What follows belongs to an exercise in optimizing a design on an open flow for small area and a short achievable clock period; a production flow would make more cautious choices.
Only simulation tests tie the RTL to the original design; equivalence was not proved.
No activity file was given, so power comes from the tool's default toggle rates.

==> run a <==
Design pe_dot_unit, start of the top module:
module pe_dot_unit (
  input  logic                clock,
  input  logic                i_arst_n,
  input  logic [7:0][7:0]     i_feature,
  input  logic [7:0][7:0]     i_filter,
  output logic signed [17:0]  o_result
);
  logic sgn_1;
  logic sgn_2;
  logic sgn_3;
  logic sgn_4;
  logic sgn_5;
  logic sgn_6;
  logic sgn_7;
  logic sgn_8;
  logic two_9;
  logic neg_10;
  logic i_filter0_0_q1;
  logic i_feature0_0_q1;
  logic neg_10_q1;
  logic pp_11;
  logic i_feature0_1_q1;
  logic two_9_q1;
  logic sn_12;
  logic pp_13;
  logic i_feature0_2_q1;
  logic sn_14;
  logic pp_15;
  logic i_feature0_3_q1;
  logic sn_16;
  logic pp_17;
  logic i_feature0_4_q1;
  logic sn_18;
  logic pp_19;
  logic i_feature0_5_q1;
  logic sn_20;
  logic pp_21;
  logic i_feature0_6_q1;
  logic sn_22;
  logic pp_23;
  logic pp_24;
  logic nneg_25;
  logic one_26;
  logic two_27;
  logic neg_28;
  logic one_26_q1;
  logic neg_28_q1;
  logic pp_29;
  logic two_27_q1;
  logic sn_30;
  logic pp_31;
  logic sn_32;
  logic pp_33;
  logic sn_34;
  logic pp_35;
  logic sn_36;
  logic pp_37;
  logic sn_38;
  logic pp_39;
  logic sn_40;
  logic pp_41;
  logic pp_42;
  logic nneg_43;
  logic one_44;
  logic two_45;
  logic neg_46;
  logic one_44_q1;
  ...
clock: 4.7 ns
lec_check: 0
cap_margin: 20
core_margin: 2
core_utilization: 40
setup_slack_margin: 2.6
slew_margin: 20
synth_hierarchical: 1
synth_minimum_keep_size: 0
buffer_ports_args: -buffer_cell sky130_fd_sc_hd__buf_1
standard.sh (not shown) runs the stock make flow with config.mk's settings and CLKGATE_MAP_FILE= SYNTH_SCRIPT=/design/flow/synth_recipe.tcl, a recipe that flattens the netlist after the stock synthesis.
==> flow/flow/run.sh <==
#!/bin/bash
# Layout flow: the standard flow, with the port buffers that the
# standard flow inserts made the smallest plain buffer (buf_1) instead of
# clkdlybuf4s50_1; timing repair may still resize them.
set -e
cd "$(dirname "$0")/.."
{
  echo "== standard.sh"; cat standard.sh
  echo "== config.mk (as given)"; cat config.mk
} > flow_inputs.log 2>&1
echo 'export BUFFER_PORTS_ARGS = -buffer_cell sky130_fd_sc_hd__buf_1' >> config.mk
bash standard.sh > standard.log 2>&1
==> run b: changes against run a <==
CTS_CLUSTER_DIAMETER = 100   (was default)
CTS_CLUSTER_SIZE = 26   (was default)
==> run c: changes against run a <==
CTS_CLUSTER_DIAMETER = 100   (was default)
CTS_CLUSTER_SIZE = 26   (was default)
SETUP_SLACK_MARGIN = 2.7   (was 2.6)
==> notes <==
The lowest combinational power belongs to run a, the highest to run c.
Clock skew: run a < run c < run b.
Critical path depth is the same in run b and run a.
Register-to-register slack is about the same in run b and run a.
Between run a and run c, the lower design area is in run c (gap 0.31%, measured against run c).
Non-clock buffer count: run b is lower than run c (52).
Sequential share of layout area: run c is lower than run b (0.97 points).
Clock power: run a > run c > run b.
==> figures <==
Run status: run b timing/DRC/antenna clean; run c timing/DRC/antenna clean; run a timing/DRC/antenna clean
Setup slack, reg-to-reg: run b 2.62 ns; run c 2.66 ns; run a 2.63 ns
Total global routing track utilization: run b 0.1948; run c 0.1940; run a 0.1985
Launching point of the worst reg2reg path: run b i_feature0_3_q1$_DFF_P_; run c fs_677_q2$_DFF_P_; run a one_114_q1$_DFF_P_
Combinational Power Share: run b 0.473; run c 0.474; run a 0.428
Met3 WL post-DR: run b 2.320 mm; run c 2.613 mm; run a 2.881 mm
Clock network power consumption: run b 0.00228 W; run c 0.00246 W; run a 0.00403 W
Sequential Power Share: run b 0.397; run c 0.389; run a 0.363
Arrival time at the worst endpoint: run b 2.55 ns; run c 2.48 ns; run a 2.53 ns
Hold slack: run b 0.3237 ns; run c 0.3020 ns; run a 0.3152 ns
Post-route cell area: run b 0.02367 mm²; run c 0.02464 mm²; run a 0.02472 mm²
Multi-input gate share of total cell area: run b 0.4946; run c 0.4849; run a 0.4734
Power per standard cell area: run b 742.2 mW/mm²; run c 728.4 mW/mm²; run a 779.9 mW/mm²
Via count of the first global-routing pass: run b 12,800; run c 12,560; run a 13,130
Final Util: run b 0.4504; run c 0.4690; run a 0.4704
Clock share of power: run b 0.130; run c 0.137; run a 0.209
Multi-input combinational cell area: run b 0.01171 mm²; run c 0.01195 mm²; run a 0.01170 mm²
Combinational Power: run b 0.00830 W; run c 0.00851 W; run a 0.00826 W

port drivers added, routing unchanged:
The flow's constraints put no driver on any port. The routed layouts listed below were extracted and timed again, unchanged, in two steps. Step 1, drivers: a clkbuf_16 drives clock and a buf_2 each remaining input, both assumed. Step 2 adds t to the input delays and takes it off the output delays; t is the mean of the earliest and latest rising clock arrival at the registers after step 1. Input paths then give back, and output paths get back, about the clock's delay inside the block. a / b / c = no drivers / after step 1 / after step 2; a / b = the first two.
run | shift t [ns] | slack for setup (ns) | hold WS [ns] | worst setup path after step 2 | latest minus earliest clock arrival (ns)
run a | 0.645 | 2.629 / 2.629 / 2.629 | 0.315 / 0.276 / 0.322 | register to register | 0.024 / 0.023
run b | 0.631 | 2.620 / 2.620 / 2.620 | 0.324 / 0.284 / 0.330 | register to register | 0.031 / 0.031
run c | 0.639 | 2.661 / 2.631 / 2.661 | 0.302 / 0.268 / 0.315 | register to register | 0.031 / 0.031
After both steps every run listed still meets setup and hold.
